What follows belongs to an exercise in optimizing a design on an open flow for small area; a production flow would make more cautious choices. RTL that was checked went through simulation tests only; none was proved equivalent to the original.

// store_datapath
module store_datapath #(
    parameter int         W                 = 64,
    parameter int         RATE_MAX          = 1344,
    parameter int         SIZE_W            = 32,
    parameter logic [1:0] SHAKE128_MODE_VEC = 2'b00,
    parameter logic [1:0] SHAKE256_MODE_VEC = 2'b01
) (
    input  wire logic                clk,
    input  wire logic                rst,      
    input  wire logic                start,
    input  wire logic [1:0]          operation_mode,
    input  wire logic [SIZE_W-1:0]   output_size,
    input  wire logic                block_valid,
    output logic                     block_ready,
    input  wire logic [RATE_MAX-1:0] state_in,
    output logic                     squeeze_request,
    output logic [W-1:0]             data_out,
    output logic                     data_out_valid,
    input  wire logic                data_out_ready,
    output logic                     last_output_word,
    output logic                     busy,
    output logic [W/8-1:0]           data_out_keep,
    output logic                     done
);
export LEC_CHECK = 0
export CAP_MARGIN = 20
export CORE_MARGIN = 2
export CORE_UTILIZATION = 45
export PLACE_DENSITY = 0.55
export SLEW_MARGIN = 20
export SYNTH_HIERARCHICAL = 1
export SYNTH_MINIMUM_KEEP_SIZE = 0
create_clock -name core_clock -period 6.0 [get_ports {clk}]
standard.sh (not shown) runs the stock make flow with config.mk's settings and CLKGATE_MAP_FILE= SYNTH_SCRIPT=/design/flow/synth_recipe.tcl, a recipe that flattens the netlist after the stock synthesis.
==> flow/flow/run.sh <==
#!/bin/bash
# Layout flow: the standard ORFS flow (standard.sh), with
#  - port buffers of the smallest buffer cell instead of clkdlybuf4s50_1,
#  - a clock tree of small clock buffers and no dummy balancing loads.
# Each tool's full output goes to a log file in this folder.
set -euo pipefail
export BUFFER_PORTS_ARGS="-buffer_cell sky130_fd_sc_hd__buf_1"
export PLACE_PINS_ARGS="-min_distance 1 -min_distance_in_tracks"
export CTS_ARGS="-sink_clustering_enable -repair_clock_nets -dont_use_dummy_load -sink_clustering_size 30 -sink_clustering_max_diameter 60 -buf_list {sky130_fd_sc_hd__clkbuf_4 sky130_fd_sc_hd__clkbuf_8 sky130_fd_sc_hd__clkbuf_16}"
bash standard.sh finish > standard_flow.log 2>&1
The baseline never finished: it broke off in 5_1_grt, error GRT-0116.
Change:
--- a/flow/flow/run.sh
+++ b/flow/flow/run.sh
@@ -9 +9 @@
-export CTS_ARGS="-sink_clustering_enable -repair_clock_nets -dont_use_dummy_load -sink_clustering_size 30 -sink_clustering_max_diameter 60 -buf_list {sky130_fd_sc_hd__clkbuf_4 sky130_fd_sc_hd__clkbuf_8 sky130_fd_sc_hd__clkbuf_16}"
+export CTS_ARGS="-sink_clustering_enable -repair_clock_nets -dont_use_dummy_load -buf_list {sky130_fd_sc_hd__clkbuf_4 sky130_fd_sc_hd__clkbuf_8} -sink_clustering_buffer sky130_fd_sc_hd__clkbuf_4 -sink_clustering_size 8 -sink_clustering_max_diameter 50"
Settings changed: CORE_UTILIZATION 45 to 40, PLACE_DENSITY 0.55 to 0.5.
Now the flow completed with no timing, DRC or antenna violations; synthesized area is unchanged; synthesized cell count is unchanged.
Function was not checked in any run of this note: the RTL went through the layout flow alone.


Another version of the RTL of store_datapath (not shown whole).
Size in the first run: roughly 3900 cells after synthesis, roughly 1400 flip-flops, roughly 1500 I/O pins.
==> flow/design.v (excerpt) <==
module store_datapath #(
    parameter int         W                 = 64,
    parameter int         RATE_MAX          = 1344,
    parameter int         SIZE_W            = 32,
    parameter logic [1:0] SHAKE128_MODE_VEC = 2'b00,
    parameter logic [1:0] SHAKE256_MODE_VEC = 2'b01
) (
    input  wire logic                clk,
    input  wire logic                rst,      
    input  wire logic                start,
    input  wire logic [1:0]          operation_mode,
    input  wire logic [SIZE_W-1:0]   output_size,
    input  wire logic                block_valid,
    output logic                     block_ready,
    input  wire logic [RATE_MAX-1:0] state_in,
    output logic                     squeeze_request,
    output logic [W-1:0]             data_out,
    output logic                     data_out_valid,
    input  wire logic                data_out_ready,
    output logic                     last_output_word,
    output logic                     busy,
    output logic [W/8-1:0]           data_out_keep,
    output logic                     done
);
    localparam int c_DEPTH_128 = RATE_MAX / W;      
    localparam int c_DEPTH_256 = 1088 / W;          
    localparam int c_LB        = $clog2(W);         
    localparam int c_KEEP_W    = W / 8;
    localparam int c_GROUPS    = c_DEPTH_128 / 3;   
    typedef enum logic [1:0] {
        S_IDLE       = 2'd0,
        S_WAIT_BLOCK = 2'd1,
        S_STREAM     = 2'd2
    } state_t;
    state_t              r_state;
    state_t              w_state_next;
    logic [RATE_MAX-1:0] r_blk;         
    logic [RATE_MAX-1:0] w_blk_next;
    logic                r_par;         
    logic [c_DEPTH_128-1:0] r_sel;      
    logic [SIZE_W-1:0]   r_bits_left;   
    logic                r_mode_256;
    logic                r_done;
    logic                w_mode_ok;
    logic                w_stream;
  ...
==> flow/config.mk <==
export PLATFORM = sky130hd
export DESIGN_NAME = store_datapath
export DESIGN_NICKNAME = store_datapath
export VERILOG_FILES = /design/flow/design.v
export SDC_FILE = /design/flow/constraint.sdc
export NUM_CORES = 4
export LEC_CHECK = 0
export CAP_MARGIN = 20
export CORE_MARGIN = 2
export CORE_UTILIZATION = 40
export GPL_TIMING_DRIVEN = 0
export PLACE_DENSITY = 0.5
export SLEW_MARGIN = 20
export SYNTH_HIERARCHICAL = 1
export SYNTH_MINIMUM_KEEP_SIZE = 0
==> flow/constraint.sdc <==
create_clock -name core_clock -period 6.0 [get_ports {clk}]
set_input_delay 1.2000 -clock core_clock [delete_from_list [all_inputs] [get_ports {clk}]]
set_output_delay 1.2000 -clock core_clock [all_outputs]
set_load 0.01 [all_outputs]
==> flow/flow/run.sh <==
#!/bin/bash
# Layout flow: the standard ORFS flow (standard.sh), with
#  - port buffers of the smallest buffer cell instead of clkdlybuf4s50_1,
#  - I/O pins at least 0.6 um apart,
#  - a clock tree of small clock buffers and no dummy balancing loads.
# Each tool's full output goes to a log file in this folder.
set -euo pipefail
export BUFFER_PORTS_ARGS="-buffer_cell sky130_fd_sc_hd__buf_1"
export PLACE_PINS_ARGS="-min_distance 0.6"
export CTS_ARGS="-sink_clustering_enable -repair_clock_nets -dont_use_dummy_load -buf_list {sky130_fd_sc_hd__clkbuf_4 sky130_fd_sc_hd__clkbuf_8} -sink_clustering_buffer sky130_fd_sc_hd__clkbuf_4 -sink_clustering_size 8 -sink_clustering_max_diameter 50"
bash standard.sh finish > standard_flow.log 2>&1
Change:
==> flow/flow/run.sh (replaced) <==
#!/bin/bash
# Layout flow: the standard ORFS flow (standard.sh), with
#  - port buffers of the smallest buffer cell instead of clkdlybuf4s50_1,
#  - a clock tree of small clock buffers and no dummy balancing loads.
# Each tool's full output goes to a log file in this folder.
set -euo pipefail
export BUFFER_PORTS_ARGS="-buffer_cell sky130_fd_sc_hd__buf_1"
export PLACE_PINS_ARGS="-min_distance 1 -min_distance_in_tracks"
export CTS_ARGS="-sink_clustering_enable -repair_clock_nets -dont_use_dummy_load -buf_list {sky130_fd_sc_hd__clkbuf_4 sky130_fd_sc_hd__clkbuf_8} -sink_clustering_buffer sky130_fd_sc_hd__clkbuf_4 -sink_clustering_size 10 -sink_clustering_max_diameter 60"
bash standard.sh finish > standard_flow.log 2>&1
CAP_MARGIN = 5   (was 20)
GPL_TIMING_DRIVEN = unset   (was 0)
SLEW_MARGIN = 5   (was 20)
What happened: The changed run aborted during global routing (GRT-0116); synthesized cell count does not change; synthesized area is unchanged.
Change:
==> flow/flow/run.sh (replaced) <==
#!/bin/bash
# Layout flow: the standard ORFS flow (standard.sh), with
#  - port buffers of the smallest buffer cell instead of clkdlybuf4s50_1,
#  - I/O pins at least 0.6 um apart,
#  - global routing layer adjustment 0.1 instead of 0.2,
#  - a clock tree of small clock buffers and no dummy balancing loads.
# Each tool's full output goes to a log file in this folder.
set -euo pipefail
export BUFFER_PORTS_ARGS="-buffer_cell sky130_fd_sc_hd__buf_1"
export PLACE_PINS_ARGS="-min_distance 0.6"
export FASTROUTE_TCL="$(pwd)/flow/fastroute.tcl"
export CTS_ARGS="-sink_clustering_enable -repair_clock_nets -dont_use_dummy_load -buf_list {sky130_fd_sc_hd__clkbuf_4 sky130_fd_sc_hd__clkbuf_8} -sink_clustering_buffer sky130_fd_sc_hd__clkbuf_4 -sink_clustering_size 8 -sink_clustering_max_diameter 50"
bash standard.sh finish > standard_flow.log 2>&1
==> flow/flow/fastroute.tcl (new file) <==
# The platform's global-routing setup with a smaller layer adjustment.
set_global_routing_layer_adjustment $::env(MIN_ROUTING_LAYER)-$::env(MAX_ROUTING_LAYER) 0.1

set_routing_layers -clock $::env(MIN_CLK_ROUTING_LAYER)-$::env(MAX_ROUTING_LAYER)
set_routing_layers -signal $::env(MIN_ROUTING_LAYER)-$::env(MAX_ROUTING_LAYER)
CAP_MARGIN = 20   (was 5)
SLEW_MARGIN = 20   (was 5)
This time the run completed with no timing, DRC or antenna violations.
Synthesized cell count is unchanged.
Area after synthesis does not change.
Change:
==> flow/flow/run.sh (replaced) <==
#!/bin/bash
# Layout flow: the standard ORFS flow (standard.sh), with
#  - port buffers of the smallest buffer cell instead of clkdlybuf4s50_1,
#  - a clock tree of small clock buffers and no dummy balancing loads.
# Each tool's full output goes to a log file in this folder.
set -euo pipefail
export BUFFER_PORTS_ARGS="-buffer_cell sky130_fd_sc_hd__buf_1"
export PLACE_PINS_ARGS="-min_distance 1 -min_distance_in_tracks"
export CTS_ARGS="-sink_clustering_enable -repair_clock_nets -dont_use_dummy_load -buf_list {sky130_fd_sc_hd__clkbuf_4 sky130_fd_sc_hd__clkbuf_8} -sink_clustering_buffer sky130_fd_sc_hd__clkbuf_4 -sink_clustering_size 8 -sink_clustering_max_diameter 50"
bash standard.sh finish > standard_flow.log 2>&1
removed: flow/flow/fastroute.tcl
Now the flow aborted during global routing (GRT-0116).
Area after synthesis does not change.
Synthesized cell count is unchanged.
Change:
--- a/flow/flow/run.sh
+++ b/flow/flow/run.sh
@@ -3,2 +3,3 @@
 #  - port buffers of the smallest buffer cell instead of clkdlybuf4s50_1,
+#  - I/O pins at least 0.6 um apart,
 #  - a clock tree of small clock buffers and no dummy balancing loads.
@@ -7,3 +8,3 @@
 export BUFFER_PORTS_ARGS="-buffer_cell sky130_fd_sc_hd__buf_1"
-export PLACE_PINS_ARGS="-min_distance 1 -min_distance_in_tracks"
+export PLACE_PINS_ARGS="-min_distance 0.6"
 export CTS_ARGS="-sink_clustering_enable -repair_clock_nets -dont_use_dummy_load -buf_list {sky130_fd_sc_hd__clkbuf_4 sky130_fd_sc_hd__clkbuf_8} -sink_clustering_buffer sky130_fd_sc_hd__clkbuf_4 -sink_clustering_size 8 -sink_clustering_max_diameter 50"
=> The new run finished with timing, DRC and antenna clean. Synthesized cell count is unchanged. Synthesized area is unchanged.

static timing again, ports no longer ideal:
Ports are ideal in the flow. The routed layouts listed here were re-timed in OpenROAD. Step 1: set_driving_cell puts a clkbuf_16 on clk and a buf_2 on each other input, an assumption about the parent block. Step 2 also shifts input and output timing later by t, the mid clock arrival at the registers, as if the neighbouring blocks saw the same clock. Three values: ideal ports, drivers, drivers and shift; two values: the first two.
| run | t (ns) | setup WS [ns] | hold slack, ns |
|---|---|---|---|
| the second run of note 1 | 0.923 | 0.568 / 0.488 / 1.411 | 0.129 / 0.143 / 0.437 |
| the first run of note 2 | 0.910 | 0.548 / 0.465 / 1.202 | 0.143 / 0.187 / 0.437 |
| the third run of note 2 | 0.913 | 0.734 / 0.654 / 1.567 | 0.135 / 0.170 / 0.436 |
| the fifth run of note 2 | 0.910 | 0.840 / 0.769 / 1.679 | 0.107 / 0.164 / 0.438 |
After both steps every run listed still meets setup and hold.
